Background: an optimization exercise with open tools, aiming at small area. Do not read the settings as production practice.
Function was not checked in any run shown here: the RTL went through the layout flow alone.
Power is estimated from default activity; no workload was simulated.

## flow/design.v (module list and top-level ports; edited modules follow where they fit)
// module simd_arith: 3569 lines
// module valu_fa: 4 lines
// module valu_ha: 4 lines
// module simd_bitmanip: 663 lines
// module valu_aoi22: 3 lines
// module valu_aoi222: 3 lines
// module valu_oai22: 3 lines
// module valu_nand2: 3 lines
// module valu_nor2: 3 lines
// module result_select: 31 lines
// module valu_rbit: 4 lines
// module valu_rbitn: 4 lines
// module vector_alu: 44 lines
module vector_alu
(
    input  logic        clk,
    input  logic        arst_n,
    input  logic        op_valid,      
    input  logic [5:0]  alu_op,
    input  logic [1:0]  width,         
    input  logic [0:63] reg_a_data,
    input  logic [0:63] reg_b_data,
    output logic [0:63] alu_out,       
    output logic        result_valid   
);
  // ...
==> flow/flow/run.sh <==
#!/bin/bash
# The standard layout (the standard.sh running the ORFS steps), with four changes made
# through ORFS's own hooks and variables, none to its scripts:
#  - the port buffers that global placement adds are sky130_fd_sc_hd__buf_1 (BUFFER_PORTS_ARGS)
#  - after synthesis, combinational cells go back to drive strength 1 (POST_SYNTH_TCL,
#    flow/downsize.tcl); the resizer upsizes later where needed
#  - clock tree synthesis without dummy loads, from clkbuf_8 cells (CTS_ARGS)
#  - before global routing, gates off the critical paths are sized down (PRE_GLOBAL_ROUTE_TCL,
#    flow/recover.tcl)
# The make output goes to standard_flow.log here; ORFS keeps its per-step logs in orfs/logs.
set -euo pipefail
here=$(pwd)
export BUFFER_PORTS_ARGS="-buffer_cell sky130_fd_sc_hd__buf_1"
export POST_SYNTH_TCL="$here/flow/downsize.tcl"
export CTS_ARGS="-sink_clustering_enable -repair_clock_nets -dont_use_dummy_load -buf_list sky130_fd_sc_hd__clkbuf_8"
export PRE_GLOBAL_ROUTE_TCL="$here/flow/recover.tcl"
bash standard.sh > standard_flow.log 2>&1
==> flow/flow/downsize.tcl <==
# POST_SYNTH hook: put every combinational cell that synthesis gave a drive strength above 1
# back to its _1 version (same function and pins); registers, latches, clock cells and
# buffers are left alone. The resizer in the later steps upsizes again where slew,
# capacitance or timing need it.
set db [ord::get_db]
set block [ord::get_db_block]
set n 0
foreach inst [$block getInsts] {
  set name [[$inst getMaster] getName]
  if { [regexp {^(sky130_fd_sc_hd__([a-z0-9]+))_([0-9]+)$} $name -> base func drv] } {
    if { $drv > 1 && ![regexp {^(s?df|s?edf|dl|clk|buf|conb|tap|fill|decap|diode|lpflow)} $func] } {
      set m1 [$db findMaster ${base}_1]
      if { $m1 != "NULL" } {
        $inst swapMaster $m1
        incr n
      }
    }
  }
}
puts "downsize.tcl: $n cells set to drive strength 1"
==> flow/flow/recover.tcl <==
# PRE_GLOBAL_ROUTE hook: size down gates off the critical paths (OpenROAD's power recovery,
# which also saves area), keeping 0.4 ns of setup slack, then legalize the placement.
estimate_parasitics -placement
repair_timing -recover_power 100 -setup_margin 0.4 -match_cell_footprint -verbose
detailed_placement
check_placement -verbose
==> flow/standard.sh <==
#!/bin/bash
# synth_recipe.tcl (not shown) runs the flow's synth.tcl, then flattens the netlist and writes it again
# the make line also repeats each setting of config.mk as NAME=value (left out here)
make -C /OpenROAD-flow-scripts/flow DESIGN_CONFIG=/design/flow/config.mk WORK_HOME=/design/flow/orfs CLKGATE_MAP_FILE= SYNTH_SCRIPT=/design/flow/synth_recipe.tcl "${@:-finish}"
==> flow/config.mk <==
export PLATFORM = sky130hd
export DESIGN_NAME = vector_alu
export DESIGN_NICKNAME = vector_alu
export VERILOG_FILES = /design/flow/design.v
export SDC_FILE = /design/flow/constraint.sdc
export NUM_CORES = 8
export LEC_CHECK = 0
export CAP_MARGIN = 20
export CORE_MARGIN = 2
export CORE_UTILIZATION = 30
export SLEW_MARGIN = 20
export SYNTH_HIERARCHICAL = 1
==> flow/constraint.sdc <==
create_clock -name core_clock -period 16.0 [get_ports {clk}]
set_input_delay 3.2000 -clock core_clock [delete_from_list [all_inputs] [get_ports {clk}]]
set_output_delay 3.2000 -clock core_clock [all_outputs]
set_load 0.01 [all_outputs]
==> impl_metrics.csv, run 1 <==
group,metric,value,unit
status,status,"timing/DRC/antenna clean",
cells_and_area,clk_share,0.00299,
clock_network,htree_levels,3,
placement,dpl.hpwl,144,mm
detailed_routing,first_pass_iters,14,
synthesis,syn_nets,5305,
clock_network,clkLatencyLatePin,0.41,ns
sta,whs,0.550,ns
cells_and_area,buffers,335,
grt,grt-ovfl-total,0,
clock_network,cts_root_buf,"clkbuf_8",
cells_and_area,largest_register_ffs,64,
setup_path,crit_path_end,"select_i.alu_out[0]",
floorplanning,dieArea,0.129,mm^2
power,seqPwrFrac,0.212,
setup_path,rrSetupSlack,15.09,ns
floorplanning,tap_cells,1650,
grt,antenna_found_initial,49,
setup_path,crit_slowest_cell,"ha_1",
power,pg_clk,125,uW
floorplanning,start_util,0.302,
floorplanning,rows,130,
placement,dpl_cell_area,0.0411,mm^2
setup_path,critPathMaxStageDelay,0.55,ns
cells_and_area,post-route-util,0.330,
cells_and_area,inverters_excl_clock,57,
setup_path,crit_fanout,32,
detailed_routing,drt-met1-wl,66.6,mm
floorplanning,fp.dieW,359,um
grt,use_met3,0.134,
setup_path,path_buf_inv,4,
cells_and_area,multi_input_area,0.0355,mm^2
detailed_routing,drt_iter0_markers,6655,
sta,fmax,0.0677,GHz
cells_and_area,diodes,18,
setup_path,worst_setup_path_start_kind,"primary input",
placement,io_buffers,203,
floorplanning,pin_count,204,
setup_path,r2r_end,"select_i.alu_out[24]",
setup_path,r2r_cells,2,
power,p_sw,564,uW
cells_and_area,multi_input_area_share,0.858,
clock_network,tritoncts,"built",
detailed_routing,dr_wl_met2,77.4,mm
clock_network,cts_sinks,65,
==> run 2: changes to the inputs <==
--- a/flow/flow/run.sh
+++ b/flow/flow/run.sh
@@ -6,6 +6,6 @@
 #    flow/downsize.tcl); the resizer upsizes later where needed
 #  - clock tree synthesis without dummy loads, from clkbuf_8 cells (CTS_ARGS)
-#  - before global routing, gates off the critical paths are sized down (PRE_GLOBAL_ROUTE_TCL,
-#    flow/recover.tcl)
+#  - after the placement resizer, an input port buffer that only drives one resizer buffer
+#    is dropped and that buffer becomes the port buffer (POST_RESIZE_TCL, flow/mergebuf.tcl)
 # The make output goes to standard_flow.log here; ORFS keeps its per-step logs in orfs/logs.
 set -euo pipefail
@@ -14,4 +14,4 @@
 export POST_SYNTH_TCL="$here/flow/downsize.tcl"
 export CTS_ARGS="-sink_clustering_enable -repair_clock_nets -dont_use_dummy_load -buf_list sky130_fd_sc_hd__clkbuf_8"
-export PRE_GLOBAL_ROUTE_TCL="$here/flow/recover.tcl"
+export POST_RESIZE_TCL="$here/flow/mergebuf.tcl"
 bash standard.sh > standard_flow.log 2>&1
==> flow/flow/mergebuf.tcl (new file) <==
# POST_RESIZE hook: where an input port's buffer drives nothing but one buffer that the
# resizer added for a long wire, the port buffer goes and the port drives that buffer, which
# is then the port's buffer. Every port keeps one buffer.
set block [ord::get_db_block]
set n 0
foreach inst [$block getInsts] {
  if { ![string match "input*" [$inst getName]] } { continue }
  if { ![string match "sky130_fd_sc_hd__buf_*" [[$inst getMaster] getName]] } { continue }
  set a [$inst findITerm A]
  set x [$inst findITerm X]
  set nin [$a getNet]
  set nout [$x getNet]
  if { $nin == "NULL" || $nout == "NULL" } { continue }
  if { [llength [$nout getBTerms]] != 0 || [llength [$nin getBTerms]] != 1 } { continue }
  if { [llength [$nin getITerms]] != 1 } { continue }
  set loads {}
  foreach it [$nout getITerms] {
    if { [$it isInputSignal] } { lappend loads $it }
  }
  if { [llength $loads] != 1 } { continue }
  set l [lindex $loads 0]
  if { ![regexp {^sky130_fd_sc_hd__buf_[0-9]+$} [[[$l getInst] getMaster] getName]] } { continue }
  $a disconnect
  $x disconnect
  $l disconnect
  $l connect $nin
  odb::dbInst_destroy $inst
  odb::dbNet_destroy $nout
  incr n
}
puts "mergebuf.tcl: $n input port buffers merged into the buffer they drove"
--- a/flow/config.mk
+++ b/flow/config.mk
@@ -9,4 +9,5 @@
 export CORE_MARGIN = 2
 export CORE_UTILIZATION = 30
+export PLACE_DENSITY = 0.7
 export SLEW_MARGIN = 20
 export SYNTH_HIERARCHICAL = 1
removed: flow/flow/recover.tcl
==> run 2 against run 1 <==
Compared with the run above: highest routed layer unchanged; global-route usage shrank 0.21 points; flip-flop and latch count unchanged; total power down 0.46%; critical path depth fell by 9; register-to-register slack gained 0.04 ns; critical endpoint unchanged; count of clock-buffer cells in the layout did not move; still clean.
==> impl_metrics.csv, run 2 <==
group,metric,value,unit
sta,relSlewSlack,0.0894,
grt,grt_use_total,0.287,
cells_and_area,reg_top3,"select_i.alu_out x64, select_i.result_valid x1",
clock_network,ctsHoldBuffers,0,
floorplanning,die_h,359,um
grt,antenna_found_initial,67,
cells_and_area,mostFrequentLayoutCells,"nor2_1 (1131), fa_1 (916), nand2_1 (264), a22oi_1 (207), o22ai_1 (192)",
sta,tightestPinTransition,1.35,ns
setup_path,critPathMaxStageDelay,1.14,ns
setup_path,r2r_end,"select_i.alu_out[15]",
cells_and_area,final_common_cell,"nor2_1",
sta,setup_violations,0,
power,leakagePower,19.6,nW
placement,gp_congestion,1.07,
clock_network,cts_sinks,65,
detailed_routing,ant_nets,0,
detailed_routing,drc,0,
setup_path,crit_path_end,"select_i.alu_out[0]",
detailed_routing,first_pass_iters,14,
detailed_routing,totalWireLength,191,mm
floorplanning,dieArea,0.129,mm^2
sta,fin_setup_tns,0,ns
cells_and_area,top_register,"select_i.alu_out",
setup_path,crit_type,"in -> reg",
setup_path,cp_top_family,"adder cells",
synthesis,yosysWarnings,20,
grt,grt_pass1_wl,270,mm
setup_path,arrival,14.55,ns
detailed_routing,drt_iter0_markers,6967,
status,status,"timing/DRC/antenna clean",
setup_path,worst_path_most_repeated_cell,"fa_1",
synthesis,syn_nets,5305,
clock_network,htree_levels,3,
placement,io_buffers,203,
setup_path,reg2reg_from,"select_i.alu_out[15]",
clock_network,post_cts_buffers,0,
sta,rsz0062_at_grt,"false",
clock_network,path_clk_slew,0.08,ns
detailed_routing,top_layer,"met5",
detailed_routing,drt-met1-wl,64.9,mm
detailed_routing,wire_per_inst,32.3,um
grt,grt_max_degree,99,
grt,grt-ovfl-total,0,
setup_path,crit_slowest_cell,"o41ai_1",
setup_path,endpoint_kind,"register",
detailed_routing,dr_wl_met2,77.9,mm
grt,grt_pass1_vias,38000,
sta,fin_skew,0,ns
floorplanning,rows,130,
cells_and_area,nets,5352,
clock_network,cts_root_buf,"clkbuf_8",
cells_and_area,drive_gt1_frac,0.0437,
floorplanning,start_util,0.302,
job,max_cap_violations,0,
synthesis,synth_area,0.0378,mm^2
floorplanning,pin_count,204,
worst_hold_path,hold_path_class,"reg -> reg",
setup_path,crit_required,16.22,ns
clock_network,tritoncts,"built",
detailed_routing,vias,38400,
sta,fmax,0.0698,GHz
setup_path,crit_fanout,46,
cells_and_area,largest_register_ffs,64,
setup_path,r2r_cells,2,
power,power_density,23.2,mW/mm^2
clock_network,cts-resized-gates,0,
sta,drv_slew,0,
power,power,954,uW
sta,min_period,14.33,ns
setup_path,path_buf_inv,3,
cells_and_area,synthToLayoutAreaGrowth,8.72,%
detailed_routing,vias_per_cell,6.51,
setup_path,cp.depth,27,
synthesis,synth.avg_cell_area,9.08,um^2
clock_network,clkLatencyLatePin,0.38,ns
sta,fin_crit_sh,0.896,
clock_network,numCtsBuffers,9,
clock_network,clock_path_buffers,2,
power,ir_worst_vdd,0.0300,mV
floorplanning,core,0.125,mm^2
sta,whs,0.552,ns
synthesis,syn-instance-count,4164,
setup_path,worst_setup_path_start_kind,"primary input",
setup_path,setup.worst_path.start,"alu_op[0]",
detailed_routing,wl_met3,34.1,mm
sta,finalHoldViolCount,0,
setup_path,rrSetupSlack,15.13,ns
floorplanning,fp.dieW,359,um
placement,dpl.hpwl,146,mm
## run 2: cell types whose count changed in the layout (fill, tap and decap cells not counted), moves of 4 or more
cell	delta
a21boi_2	+6
buf_1	-42
or2_0	-6
a21boi_4	-6
diode_2	+22
or2_1	+6
and2_1	+4
and2_0	-4
## run 2: layer usage
metal | global-route usage | vias up
met5 | 0.0166 | -
li1 | - | 14800
met1 | 0.344 | 19100
met4 | 0.147 | 65
met2 | 0.414 | 3611
met3 | 0.151 | 909
## run 2: report_power, final
group	total, mW	internal [mW]	switching, mW	leakage, nW
registers	0.204	0.184	0.0201	0.794
clock network	0.122	0.0502	0.0714	0.0650
logic	0.628	0.158	0.471	18.7
## run 2: worst min path at each step
stage | endpoint | start | depth (start not counted) | slack [ns]
6_report | select_i.alu_out[54] | select_i.alu_out[54] | 2 | 0.55
2_1_floorplan | select_i.alu_out[0] | select_i.alu_out[0] | 2 | 0.58
3_3_place_gp | select_i.alu_out[40] | select_i.alu_out[40] | 2 | 0.53
4_1_cts | select_i.alu_out[40] | select_i.alu_out[40] | 2 | 0.55
5_1_grt | select_i.alu_out[50] | select_i.alu_out[50] | 2 | 0.58
3_5_place_dp | select_i.alu_out[40] | select_i.alu_out[40] | 2 | 0.54
## run 2: worst register-to-register path: cells and delay by family, from the launching register on
family	cells	cell delay [ns]
AND/OR/NAND/NOR	1	0.14
AO/OA/AOI/OAI	1	0.06
flip-flops	1	0.49
## run 2: layout make-up
type	count	area (um^2)
diodes	40	100
clock buffers	9	124
fillers	12800	84300
inverters	57	216
multi-input cells	3795	35400
flip-flops and latches	65	1630
well taps	1650	2060
repair buffers	283	1540
## run 2: through the flow
stage	worst slack [ns]	cells	util	cell area [um^2]
final	1.67	5899	0.328	41100
after global routing	1.31	5871	0.327	41000
after CTS	1.93	5858	0.327	41000
after detailed placement	1.58	5849	0.326	40900
after global placement	1.50	5892	0.327	41000
after floorplan	2.74	4164	-	37800

[afterwards: timing with drivers on the ports]
The results above use ideal ports. As a check the final layouts listed here were re-extracted and re-timed, cells and wires unchanged.
Step 1 assumes that a clkbuf_16 drives the clock port and a buf_2 every other input.
Step 2 also shifts input and output timing later by t, the mid clock arrival at the registers, as if the neighbouring blocks saw the same clock.
a / b / c = ideal ports / drivers / drivers and shift; a / b = the first two.
run	t, ns	setup WS [ns]	worst hold slack (ns)	clock arrival spread, ns	pins driven straight from the clock port
run 1	0.463	1.223 / 1.234 / 0.771	0.550 / 0.550 / 0.550	0.034 / 0.034	1
run 2	0.434	1.667 / 1.679 / 1.245	0.552 / 0.552 / 0.552	0.021 / 0.021	1
After both steps every run listed still meets setup and hold. The setup slack of run 1, which loses most, moves by +0.011 ns with the drivers and by -0.452 ns with both steps.
